Context: an optimization exercise on an open-source flow, tuned for small area, a short achievable clock period and few clock cycles. The choices shown serve that exercise and are no tape-out recipe.
Where RTL was checked, it was by simulation tests only, not by an equivalence proof against the original.
Power is estimated from default activity; no workload was simulated.

== oak ==
==> flow/design.v (excerpt) <==
module aluTop #(
    parameter int OutCredits = 2
) (
    input  wire logic                 clk,
    input  wire logic                 rstN,
    input  wire logic                 inValid,
    input  wire logic [31:0]          instr,
    input  wire logic [DataWidth-1:0] regA,
    input  wire logic [DataWidth-1:0] regB,
    output logic                      inCredit,
    output logic                      outValid,
    output logic      [DataWidth-1:0] result,
    output logic      [2:0]           flags,
    output logic                      illegal,
    input  wire logic                 outCredit
);
Size: about 1600 cells after synthesis, about 17000 um2 of cells after synthesis.
make LEC_CHECK=0 CAP_MARGIN=20 CORE_MARGIN=2 CORE_UTILIZATION=60 CTS_BUF_LIST='sky130_fd_sc_hd__clkbuf_2 sky130_fd_sc_hd__clkbuf_4 sky130_fd_sc_hd__clkbuf_8' PLACE_DENSITY=0.8 SETUP_SLACK_MARGIN=5 SLEW_MARGIN=20 finish   # period 8.5 ns
run.sh (not shown) runs the stock make flow with config.mk's settings and CLKGATE_MAP_FILE= SYNTH_SCRIPT=/design/flow/synth_recipe.tcl, a recipe that flattens the netlist after the stock synthesis.
diff inputs: oak => pine
==> flow/flow/run.sh (new file) <==
#!/bin/bash
set -euo pipefail
bash standard.sh BUFFER_PORTS_ARGS="-buffer_cell sky130_fd_sc_hd__buf_2" finish > flow_make.log 2>&1
==> flow/standard.sh (new file) <==
#!/bin/bash
# synth_recipe.tcl (not shown) runs the flow's synth.tcl, then flattens the netlist and writes it again
# the make line also repeats each setting of config.mk as NAME=value (left out here)
make -C /OpenROAD-flow-scripts/flow DESIGN_CONFIG=/design/flow/config.mk WORK_HOME=/design/flow/orfs CLKGATE_MAP_FILE= SYNTH_SCRIPT=/design/flow/synth_recipe.tcl "${@:-finish}"
removed: flow/run.sh
Notes after the runs:
- oak: done, clean on timing, DRC and antenna
- pine completed end to end with timing, DRC and antenna clean.
- pine vs oak: shortest clock period the worst path allows after layout down
- [compare] base=oak new=pine: sequential power share shows an increase of 1.9 points; number of DRC violations after detailed-routing iteration 0 shows an increase of 25; setup slack of the critical path after layout shows an increase of 0.11 ns.
- Via density per instance: oak vs pine, no meaningful difference
- Post-layout instance count excluding filler cells: oak vs pine, no meaningful difference
- Diff oak -> pine: final area down 760 um2; minimum setup slack among reg-to-reg paths picked up an extra 0.11 ns.
- Across both runs, clock skew was lower for pine than for oak.
- Multiplexer area fraction after synthesis: oak vs pine identical
- Proportion of cell area occupied by registers is lower on oak
Function was not checked in any run of this note: the RTL went through the layout flow alone.


Setup of build 77:
Another version of the RTL of aluTop (not shown whole).
Size: ~1,600 cells after synthesis, about 290 flip-flops, roughly 140 I/O pins, roughly 0.015 mm2 of cells after synthesis.
Design aluTop, start of the top module:
module aluTop #(
    parameter int OutCredits = 2
) (
    input  wire logic                 clk,
    input  wire logic                 rstN,
    input  wire logic                 inValid,
    input  wire logic [31:0]          instr,
    input  wire logic [DataWidth-1:0] regA,
    input  wire logic [DataWidth-1:0] regB,
    output logic                      inCredit,
    output logic                      outValid,
    output logic      [DataWidth-1:0] result,
    output logic      [2:0]           flags,
    output logic                      illegal,
    input  wire logic                 outCredit
);
Settings: LEC_CHECK=0, ABC_AREA=1, CAP_MARGIN=20, CORE_MARGIN=2, CORE_UTILIZATION=60, CTS_BUF_LIST=sky130_fd_sc_hd__clkbuf_8 sky130_fd_sc_hd__clkbuf_16, CTS_CLUSTER_DIAMETER=80, CTS_CLUSTER_SIZE=24, PLACE_DENSITY=0.8, SLEW_MARGIN=20; clock period 8.5 ns.
standard.sh (not shown) runs the stock make flow with config.mk's settings and CLKGATE_MAP_FILE= SYNTH_SCRIPT=/design/flow/synth_recipe.tcl, a recipe that flattens the netlist after the stock synthesis.
==> flow/flow/run.sh <==
#!/bin/bash
set -euo pipefail
cp -r "$FLOW_HOME/scripts" myscripts
chmod -R u+w myscripts
cp flow/abc_area.script myscripts/abc_area.script
KNOBS=(BUFFER_PORTS_ARGS="-buffer_cell sky130_fd_sc_hd__buf_1" SETUP_SLACK_MARGIN=5.8)
bash standard.sh SCRIPTS_DIR="$PWD/myscripts" "${KNOBS[@]}" synth > flow_synth.log 2>&1
bash standard.sh "${KNOBS[@]}" finish > flow_make.log 2>&1
==> flow/flow/abc_area.script <==
&get -n
&st
&dch
&nf -R 1000
&put
topo
stime -c
buffer -c
upsize -c
dnsize -c
The final layout from build 77, which completed every stage, passed the timing, design-rule and antenna checks at the end of the flow.
Testbench counts of build 77, summed over its fixed seeds: cycles 4,024.
Here is what was changed in the inputs of build 5 compared with build 77.
==> flow/flow/run.sh <==
#!/bin/bash
set -euo pipefail
bash standard.sh BUFFER_PORTS_ARGS="-buffer_cell sky130_fd_sc_hd__buf_1" SETUP_SLACK_MARGIN=5.8 finish > flow_make.log 2>&1
removed: flow/flow/abc_area.script
Notes after the runs:
Looking at die boundary width across build 77 and build 5, the one that comes out lower is build 77. Changes observed in build 5 relative to build 77: cell area now sits higher, final clock period utilization by the worst path now sits lower, maximum resistive drop on vdd now sits lower, count of standard-cell rows now sits higher. Build 77 has lower number of standard cells in the final layout excluding fillers than build 5. Build 77 fits on a die that is smaller than the die of build 5. Build 5 — synthesized area per cell about 20% lower, build 77 as reference. Changes observed in build 5 relative to build 77: number of resized instances in the post-cts repair step decreased by 32 relative to the old numbers; total routing usage reported by global routing closely matched the old numbers. Start point of the critical path: uQueue.head[1] -> build 5, uQueue.head[17] -> build 77.
diff inputs: build 5 => build 30
==> flow/flow/run.sh <==
#!/bin/bash
set -euo pipefail
cp -r "$FLOW_HOME/scripts" myscripts
chmod -R u+w myscripts
cp flow/abc_area.script myscripts/abc_area.script
KNOBS=(BUFFER_PORTS_ARGS="-buffer_cell sky130_fd_sc_hd__buf_1" SETUP_SLACK_MARGIN=6.0)
bash standard.sh SCRIPTS_DIR="$PWD/myscripts" "${KNOBS[@]}" synth > flow_synth.log 2>&1
bash standard.sh "${KNOBS[@]}" finish > flow_make.log 2>&1
==> flow/flow/abc_area.script (new file) <==
&get -n
&st
&dch
&nf -R 1000
&put
topo
stime -c
buffer -c
upsize -c
dnsize -c
Results
- The internal cell power of build 30 was inferior to that of build 5.
- Taking build 5 as the reference, in build 30 share of post-route cells with drive strength above 1 increased 18 points; placer congestion estimate went down 7.3%; post-synthesis instance area lost 930 um2.
- Of build 30 and build 5, build 30 shows the higher number of buffers inserted by post-CTS setup repair, with build 5 below it.
- Summary: least setup slack across all paths after layout, build 30 worse than build 5
- Diff build 30..build 5 | critical path depth | unchanged
- Non-clock inverter instance count of the final layout (build 30 vs. build 5) decreases by more than half
- The lower post-route cell area of build 30 and build 5 is in build 5.
- In the tables for build 30 and build 5, post-route non-filler standard cell count reads higher with build 5.
- Build 30 vs build 5 — worst voltage drop across the vdd grid climbed by more than half
Here is what was changed in the inputs of build 95 compared with build 30.
- a change of CTS_BUF_LIST from sky130_fd_sc_hd__clkbuf_8 sky130_fd_sc_hd__clkbuf_16 to sky130_fd_sc_hd__clkbuf_4 sky130_fd_sc_hd__clkbuf_8
- a change of CTS_CLUSTER_DIAMETER from 80 to 60
- a change of CTS_CLUSTER_SIZE from 24 to 14
==> flow/flow/run.sh <==
#!/bin/bash
set -euo pipefail
bash standard.sh BUFFER_PORTS_ARGS="-buffer_cell sky130_fd_sc_hd__buf_1" SETUP_SLACK_MARGIN=5.8 finish > flow_make.log 2>&1
removed: flow/flow/abc_area.script
--- outcome ---
- Build 95 went all the way through the flow, and no timing, DRC or antenna check failed.
- Across both runs, switching power as a share of total power was higher for build 95 than for build 30.
- | overall via count from detail_route | build 95 vs build 30 | about 12% higher |
- Relative to build 30, the number of standard cells after synthesis of build 95 is higher by about 35%.
- Diff build 30 -> build 95: clock power share fell by 0.3 points; first-pass iteration count of the detailed router now sits lower; worst setup slack after layout +0.077 ns.
- Total wire length after detailed routing: build 95 and build 30 compared, higher one is build 30
- Compared with build 30, in build 95 fraction of the mapped netlist area in adder cells went down by 0.17 points; average detailed-routed wire length per instance went down 5.5 um.
The following lists how build 26 was set up differently from build 95:
- CORE_UTILIZATION: 60 -> 70
- PLACE_DENSITY: 0.8 -> 0.85
==> flow/flow/run.sh <==
#!/bin/bash
set -euo pipefail
bash standard.sh BUFFER_PORTS_ARGS="-buffer_cell sky130_fd_sc_hd__buf_1" SETUP_SLACK_MARGIN=5.65 finish > flow_make.log 2>&1
==> comparison <==
Build 26: flow completed, timing, DRC and antenna clean. Build 95 ran to completion and came out clean on the timing, design-rule and antenna checks. Across both runs, combinational power was higher for build 26 than for build 95. Changes observed in build 26 relative to build 95: part of the power in the clock network higher, DRC marker count from the first detailed-route iteration higher, area growth from synthesis to layout lower, utilization higher.
diff inputs: build 26 => build 67
- CORE_UTILIZATION now 60, was 70
- CTS_BUF_LIST now sky130_fd_sc_hd__clkbuf_16, was sky130_fd_sc_hd__clkbuf_4 sky130_fd_sc_hd__clkbuf_8
- CTS_CLUSTER_SIZE now 30, was 14
- CTS_CLUSTER_DIAMETER now 100, was 60
- PLACE_DENSITY now 0.8, was 0.85
==> flow/flow/run.sh <==
#!/bin/bash
set -euo pipefail
bash standard.sh BUFFER_PORTS_ARGS="-buffer_cell sky130_fd_sc_hd__buf_1" SETUP_SLACK_MARGIN=5.9 finish > flow_make.log 2>&1
### Flow results
Diff build 26 -> build 67: wire length of the first global-routing pass -about 7%; highest clock frequency the design can meet saw an increase; critical path depth flat.


== run A ==
aluTop again, from the RTL that the note above started with.
export LEC_CHECK = 0
export ABC_AREA = 1
export CAP_MARGIN = 20
export CORE_MARGIN = 2
export CORE_UTILIZATION = 60
export CTS_BUF_LIST = sky130_fd_sc_hd__clkbuf_4 sky130_fd_sc_hd__clkbuf_8
export CTS_CLUSTER_DIAMETER = 60
export CTS_CLUSTER_SIZE = 14
export PLACE_DENSITY = 0.8
export SLEW_MARGIN = 20
create_clock -name core_clock -period 8.5 [get_ports {clk}]
==> flow/flow/run.sh <==
#!/bin/bash
set -euo pipefail
bash standard.sh BUFFER_PORTS_ARGS="-buffer_cell sky130_fd_sc_hd__buf_1" SETUP_SLACK_MARGIN=5.65 finish > flow_make.log 2>&1
Testbench counts of run A, summed over its fixed seeds: cycles 4,024.
Modified inputs, run B compared to run A
- CORE_UTILIZATION now 70, was 60
- PLACE_DENSITY now 0.85, was 0.8
==> flow/flow/run.sh <==
#!/bin/bash
set -euo pipefail
bash standard.sh BUFFER_PORTS_ARGS="-buffer_cell sky130_fd_sc_hd__buf_2" SETUP_SLACK_MARGIN=5.65 finish > flow_make.log 2>&1
[summary]
- Looking at initial cell density of the core, run B sits 11 points above run A.
- Routed wire length across run B and run A: no real change.
- Post-CTS setup-driven buffer insertion count in run B is 1 above run A.
- Higher share of total power in combinational logic among run B and run A: run B
- Comparing run A with run B, the number of flip-flops and latches came out essentially unchanged.
- The worst hold slack reported for run B is greater than that of run A by 0.0066 ns.
- Changes observed in run B relative to run A: final critical-path share of the clock period neither gained nor lost much; met2 demand-to-capacity share in global routing picked up an extra 9.2 points; worst setup margin picked up an extra 0.0038 ns; minimum period implied by the final worst setup slack lost 0.0038 ns.
[inputs] run C vs run B
- changing CORE_UTILIZATION from 70 to 60
- changing PLACE_DENSITY from 0.85 to 0.8
## What came out
- Looking at number of vias per cell after detailed routing, run C sits 5.7% below run B.
- Run B -> run C: clock-buffer cell count increased by a few percent
- Setup slack ends up higher on run B.
- For the depth of the worst register-to-register path, run C came in 1 lower than run B did.
What run D does differently from run C at the input level:
- CTS_CLUSTER_SIZE now 24, was 14
- CTS_CLUSTER_DIAMETER now 80, was 60
- CTS_BUF_LIST now sky130_fd_sc_hd__clkbuf_8 sky130_fd_sc_hd__clkbuf_16, was sky130_fd_sc_hd__clkbuf_4 sky130_fd_sc_hd__clkbuf_8
==> flow/flow/run.sh <==
#!/bin/bash
set -euo pipefail
cp -r "$FLOW_HOME/scripts" myscripts
chmod -R u+w myscripts
cp flow/abc_area.script myscripts/abc_area.script
KNOBS=(BUFFER_PORTS_ARGS="-buffer_cell sky130_fd_sc_hd__buf_1" SETUP_SLACK_MARGIN=5.8)
bash standard.sh SCRIPTS_DIR="$PWD/myscripts" "${KNOBS[@]}" synth > flow_synth.log 2>&1
bash standard.sh "${KNOBS[@]}" finish > flow_make.log 2>&1
==> flow/flow/abc_area.script (new file) <==
&get -n
&st
&syn2
&dch
&nf -R 1000
&st
&syn2
&dch
&nf -R 1000
&put
topo
stime -c
buffer -c
upsize -c
dnsize -c
### Flow results
Run D went all the way through synthesis, placement and routing and the layout is clean on timing, DRC and antenna. Clock share of power: run D < run C. Non-clock buffer count ended up 53 higher on run D than on run C. Path type of the worst setup path = register to register: run D; path type of the worst setup path = register to output port: run C. Summary of run D over run C: total routed wirelength lower, complex-gate fraction of the synthesized area higher, routed wire length on met2 lower, combinational power share lower. | total power consumption of the routed design | run D vs run C | better |. The worst slack after detailed placement number comes out lower for run D vs run C. Run D against run C: final setup slack of the worst path decreased by 0.29 ns relative to the old numbers, xor/xnor share of the synthesized area increased by 1.7 points relative to the old numbers, met3 layer wire length in the routed design decreased by 4.4% relative to the old numbers.

what the ideal ports hide:
In the flow no input, the clock included, has a driving cell. The finished layouts below were timed again as built, in two steps. Step 1: set_driving_cell puts a clkbuf_16 on clk and a buf_2 on each other input, an assumption about the parent block. Step 2 times the ports against the registers' clock, not the clock port: input delays grow and output delays shrink by t, the midpoint of the rising clock arrivals with the driver on. a / b / c = no drivers / after step 1 / after step 2; a / b = the first two.
run	shift t [ns]	setup slack, ns	worst setup path after step 2
oak	0.636	5.043 / 5.043 / 4.954	input to register
pine	0.635	5.150 / 5.150 / 5.115	input to register
build 77	0.557	5.651 / 5.604 / 5.318	input to register
build 5	0.546	5.776 / 5.721 / 5.390	input to register
build 30	0.564	5.628 / 5.580 / 5.294	input to register
build 95	0.612	5.705 / 5.656 / 5.336	input to register
build 26	0.621	5.450 / 5.402 / 5.210	input to register
build 67	0.535	5.714 / 5.665 / 5.466	input to register
run A	0.619	5.665 / 5.615 / 5.097	input to register
run B	0.626	5.669 / 5.617 / 5.196	input to register
run C	0.634	5.641 / 5.593 / 5.243	input to register
run D	0.544	5.350 / 5.350 / 5.270	input to register
After both steps setup and hold are still met in every run listed. For run A, which loses most, drivers alone change the setup slack by -0.050 ns; drivers and shift together by -0.568 ns.
